From an optimization exercise on the open Yosys and OpenROAD flow, aimed at small area; shortcuts taken in it are not production practice. Only simulation tests tie the RTL to the original design; equivalence was not proved. No activity file was given, so power comes from the tool's default toggle rates.

Setup of v27:
==> flow/design.v <==
module rf_a22o (input logic a1, a2, b1, b2, output logic y);
  assign y = (a1 & a2) | (b1 & b2);
endmodule
module rf_and2 (input logic a, b, output logic y);
  assign y = a & b;
endmodule
module rf_or2 (input logic a, b, output logic y);
  assign y = a | b;
endmodule
module rf_a222oi (input logic a1, a2, b1, b2, c1, c2, output logic y);
  assign y = ~((a1 & a2) | (b1 & b2) | (c1 & c2));
endmodule
module rf_nand2 (input logic a, b, output logic y);
  assign y = ~(a & b);
endmodule
module rf_nand3 (input logic a, b, c, output logic y);
  assign y = ~(a & b & c);
endmodule
module rf_nand4 (input logic a, b, c, d, output logic y);
  assign y = ~(a & b & c & d);
endmodule
module rf_or3 (input logic a, b, c, output logic y);
  assign y = a | b | c;
endmodule
module rf_rd_bit (
  input  logic [31:0] sel,
  input  logic [31:0] q,
  output logic        y
);
  logic [10:0] l;
  logic [2:0]  h;
  for (genvar g = 0; g < 10; g++) begin : g_aoi
    rf_a222oi u (.a1(sel[3*g+1]), .a2(q[3*g+1]),
                 .b1(sel[3*g+2]), .b2(q[3*g+2]),
                 .c1(sel[3*g+3]), .c2(q[3*g+3]), .y(l[g]));
  end
  rf_nand2 u_l10 (.a(sel[31]), .b(q[31]), .y(l[10]));
  rf_nand4 u_h0 (.a(l[0]), .b(l[1]), .c(l[2]),  .d(l[3]), .y(h[0]));
  rf_nand4 u_h1 (.a(l[4]), .b(l[5]), .c(l[6]),  .d(l[7]), .y(h[1]));
  rf_nand3 u_h2 (.a(l[8]), .b(l[9]), .c(l[10]),           .y(h[2]));
  rf_or3   u_o  (.a(h[0]), .b(h[1]), .c(h[2]), .y(y));
endmodule
module register_file #(
  parameter int DATA_WIDTH   = 32,
  parameter int ADDR_WIDTH   = 5,
  parameter int WRITE_BYPASS = 0
) (
  input  logic                  clk,
  input  logic                  reset,
  input  logic                  reg_write,
  input  logic [ADDR_WIDTH-1:0] rs1_addr,
  input  logic [ADDR_WIDTH-1:0] rs2_addr,
  input  logic [ADDR_WIDTH-1:0] rd_addr,
  input  logic [DATA_WIDTH-1:0] rd_data,
  output logic [DATA_WIDTH-1:0] rs1_data,
  output logic [DATA_WIDTH-1:0] rs2_data
);
  localparam int DEPTH = 2**ADDR_WIDTH;
  if (DATA_WIDTH == 32 && ADDR_WIDTH == 5 && WRITE_BYPASS == 0) begin : g_opt
    logic [31:0] regs [1:31];
    logic [31:0] nxt  [1:31];
    logic [31:0] load, hold, sel1, sel2;
    logic [3:0]  wlo, wlon, r1lo, r2lo;
    logic [7:0]  whi, whin, r1hi, r2hi;
    for (genvar j = 0; j < 4; j++) begin : g_lo
      assign wlo[j]  = (rd_addr[1:0] == j);
      assign wlon[j] = !reset && (rd_addr[1:0] != j);
      assign r1lo[j] = (rs1_addr[1:0] == j);
      assign r2lo[j] = (rs2_addr[1:0] == j);
    end
    for (genvar k = 0; k < 8; k++) begin : g_hi
      assign whi[k]  = reg_write && !reset && (rd_addr[4:2] == k);
      assign whin[k] = !reset && !(reg_write && (rd_addr[4:2] == k));
      assign r1hi[k] = (rs1_addr[4:2] == k);
      assign r2hi[k] = (rs2_addr[4:2] == k);
    end
    assign load[0] = 1'b0;
    assign hold[0] = 1'b0;
    assign sel1[0] = 1'b0;
    assign sel2[0] = 1'b0;
    for (genvar r = 1; r < 32; r++) begin : g_dec
      rf_and2 u_load (.a(wlo[r % 4]),  .b(whi[r / 4]),  .y(load[r]));
      rf_or2  u_hold (.a(wlon[r % 4]), .b(whin[r / 4]), .y(hold[r]));
      rf_and2 u_sel1 (.a(r1lo[r % 4]), .b(r1hi[r / 4]), .y(sel1[r]));
      rf_and2 u_sel2 (.a(r2lo[r % 4]), .b(r2hi[r / 4]), .y(sel2[r]));
    end
    for (genvar r = 1; r < 32; r++) begin : g_row
      for (genvar b = 0; b < 32; b++) begin : g_bit
        rf_a22o u_bit (.a1(regs[r][b]), .a2(hold[r]), .b1(rd_data[b]), .b2(load[r]),
                       .y(nxt[r][b]));
      end
      always_ff @(posedge clk) regs[r] <= nxt[r];
    end
    for (genvar b = 0; b < 32; b++) begin : g_col
      logic [31:0] col;
      assign col[0] = 1'b0;
      for (genvar r = 1; r < 32; r++) begin : g_c
        assign col[r] = regs[r][b];
      end
      rf_rd_bit u_rd1 (.sel(sel1), .q(col), .y(rs1_data[b]));
      rf_rd_bit u_rd2 (.sel(sel2), .q(col), .y(rs2_data[b]));
    end
  end else begin : g_gen
    logic [DEPTH-1:0][DATA_WIDTH-1:0] regs;
    logic wr_en;
    assign wr_en = reg_write && !reset && (rd_addr != '0);
    always_ff @(posedge clk) begin
      if (reset)      regs <= '0;
      else if (wr_en) regs[rd_addr] <= rd_data;
    end
    always_comb begin
      rs1_data = regs[rs1_addr];
      if ((WRITE_BYPASS != 0) && wr_en && (rs1_addr == rd_addr)) rs1_data = rd_data;
      if (rs1_addr == '0) rs1_data = '0;
      rs2_data = regs[rs2_addr];
      if ((WRITE_BYPASS != 0) && wr_en && (rs2_addr == rd_addr)) rs2_data = rd_data;
      if (rs2_addr == '0) rs2_data = '0;
    end
  end
endmodule
export LEC_CHECK = 0
export ABC_AREA = 0
export CAP_MARGIN = 5
export CORE_MARGIN = 2
export CORE_UTILIZATION = 55
export CTS_BUF_LIST = sky130_fd_sc_hd__clkbuf_16
export CTS_CLUSTER_DIAMETER = 80
export CTS_CLUSTER_SIZE = 30
export GPL_TIMING_DRIVEN = 0
export PLACE_DENSITY = 0.8
export SLEW_MARGIN = 5
export SYNTH_HIERARCHICAL = 1
export SYNTH_MINIMUM_KEEP_SIZE = 0
create_clock -name core_clock -period 6.0 [get_ports {clk}]
standard.sh (not shown) runs the stock make flow with config.mk's settings and CLKGATE_MAP_FILE= SYNTH_SCRIPT=/design/flow/synth_recipe.tcl, a recipe that flattens the netlist after the stock synthesis.
==> flow/flow/run.sh <==
#!/bin/bash
# Standard ORFS layout with these changes:
#  - port buffers are plain buffers (buffer_ports otherwise picks a slow delay cell);
#  - before repair_design, the drivers of high-fanout nets are upsized
#    (flow/presize.tcl), so repair_design needs few buffers;
#  - clock tree synthesis uses clkbuf_16 on larger sink clusters and inserts no dummy loads.
# ORFS writes each step's full log under orfs/logs/; make's output goes to standard_make.log.
set -euo pipefail
here=$(pwd)
export BUFFER_PORTS_ARGS="-buffer_cell sky130_fd_sc_hd__buf_1"
export PRE_RESIZE_TCL="$here/flow/presize.tcl"
export CTS_ARGS="-sink_clustering_enable -repair_clock_nets -dont_use_dummy_load -buf_list sky130_fd_sc_hd__clkbuf_16 -sink_clustering_size 30 -sink_clustering_max_diameter 80"
bash standard.sh finish > standard_make.log 2>&1
==> flow/flow/presize.tcl <==
# PRE_RESIZE hook: before repair_design, upsize the drivers of high-fanout
# signal nets (the register file's row and column lines) so that
# repair_design does not have to buffer them.
proc presize_fanout_drivers { min_fanout mid_fanout } {
  set n 0
  foreach net [[ord::get_db_block] getNets] {
    if {[$net getSigType] ne "SIGNAL"} continue
    set drv ""
    set sinks 0
    foreach it [$net getITerms] {
      if {[$it isOutputSignal]} { set drv [$it getInst] } else { incr sinks }
    }
    if {$drv eq "" || $sinks < $mid_fanout} continue
    set wants [expr {$sinks >= $min_fanout ? {4 2} : {2}}]
    set m [[$drv getMaster] getName]
    if {![regexp {^(sky130_fd_sc_hd__\w+)_(\d+)$} $m -> base sz]} continue
    if {[string match "*df*" $base]} continue
    foreach want $wants {
      if {$sz >= $want} break
      set cand "${base}_$want"
      if {[[ord::get_db] findMaster $cand] ne "NULL" && [lsearch $::env(DONT_USE_CELLS) $cand] < 0} {
        replace_cell [$drv getName] $cand
        incr n
        break
      }
    }
  }
  puts "presize: upsized $n drivers"
}
presize_fanout_drivers 16 6
Both conditions hold for v27: the flow ran to the end and the final layout passed the timing, design-rule and antenna checks.
Inputs modified between v27 and v17:
Settings: PLACE_DENSITY changed from 0.8 to 0.65; CTS_CLUSTER_DIAMETER changed from 80 to 100; CTS_CLUSTER_SIZE changed from 30 to 28.
--- a/flow/flow/run.sh
+++ b/flow/flow/run.sh
@@ -12 +12 @@
-export CTS_ARGS="-sink_clustering_enable -repair_clock_nets -dont_use_dummy_load -buf_list sky130_fd_sc_hd__clkbuf_16 -sink_clustering_size 30 -sink_clustering_max_diameter 80"
+export CTS_ARGS="-sink_clustering_enable -repair_clock_nets -dont_use_dummy_load -buf_list sky130_fd_sc_hd__clkbuf_16 -sink_clustering_size 28 -sink_clustering_max_diameter 100"
[summary]
On design internal power, v17 and v27 are basically level.
Global-route wire length before repair in v17 is 1700 um above v27.
Setup WNS v27 -> v17: better
Any difference in post-synthesis to final-layout area growth between v27 and v17 is small enough to ignore.
Looking only at detailed-route wire length, and setting everything else aside, the higher value of v17 and v27 goes to v17.
Delta (v17 minus v27): power per cell area shows no meaningful change, register share of the cell area saw little to no change, clock latency at the later pin of the worst-skew pair dropped 0.02 ns, total power held, die area neither gained nor lost much.
The smallest hold slack of v17 and that of v27 are within noise of each other.
Input changes introduced in v55 (baseline for comparison: v17):
Settings: CORE_UTILIZATION changed from 55 to 62; CTS_CLUSTER_SIZE changed from 28 to 30; PLACE_DENSITY changed from 0.65 to 0.72; CTS_CLUSTER_DIAMETER changed from 100 to 80.
--- a/flow/flow/run.sh
+++ b/flow/flow/run.sh
@@ -12 +12 @@
-export CTS_ARGS="-sink_clustering_enable -repair_clock_nets -dont_use_dummy_load -buf_list sky130_fd_sc_hd__clkbuf_16 -sink_clustering_size 28 -sink_clustering_max_diameter 100"
+export CTS_ARGS="-sink_clustering_enable -repair_clock_nets -dont_use_dummy_load -buf_list sky130_fd_sc_hd__clkbuf_16 -sink_clustering_size 30 -sink_clustering_max_diameter 80"
--- outcome ---
v17 finished every step from synthesis to the final layout, and the layout passed the timing, design-rule and antenna checks.
v55 finished all stages; the layout is clean.
Re tap cell instance count: v55 is about 11% down on v17.
Looking at total inserted antenna cells, v55 sits 2 above v17.
v17 has lower clock period minus final worst setup slack than v55.

[afterwards: timing with drivers on the ports]
The flow's constraints put no driver on any port. The routed layouts listed below were extracted and timed again, unchanged, in two steps.
Step 1 (the two cells are an assumption about what drives the block):
set clk [get_ports {clk}]
set_driving_cell -lib_cell sky130_fd_sc_hd__clkbuf_16 $clk
set_driving_cell -lib_cell sky130_fd_sc_hd__buf_2 [delete_from_list [all_inputs] $clk]
Step 2 adds t to the input delays and takes it off the output delays; t is the mean of the earliest and latest rising clock arrival at the registers after step 1. Input paths then give back, and output paths get back, about the clock's delay inside the block.
Slacks: ideal ports / drivers / drivers and shift; pairs: ideal ports / drivers.
run | t (ns) | setup WS [ns] | worst setup path at the end | worst data-port slew with drivers (ns) | cell pins on the clock port's net
v27 | 0.710 | 0.770 / 0.689 / 0.689 | input to output | 0.14 | 1
v17 | 0.698 | 0.960 / 0.931 / 0.931 | input to output | 0.14 | 1
v55 | 0.718 | 0.936 / 0.913 / 0.913 | input to output | 0.15 | 1
After both steps every run listed still meets setup and hold. For v27, which loses most, drivers alone change the setup slack by -0.081 ns; drivers and shift together by -0.081 ns.
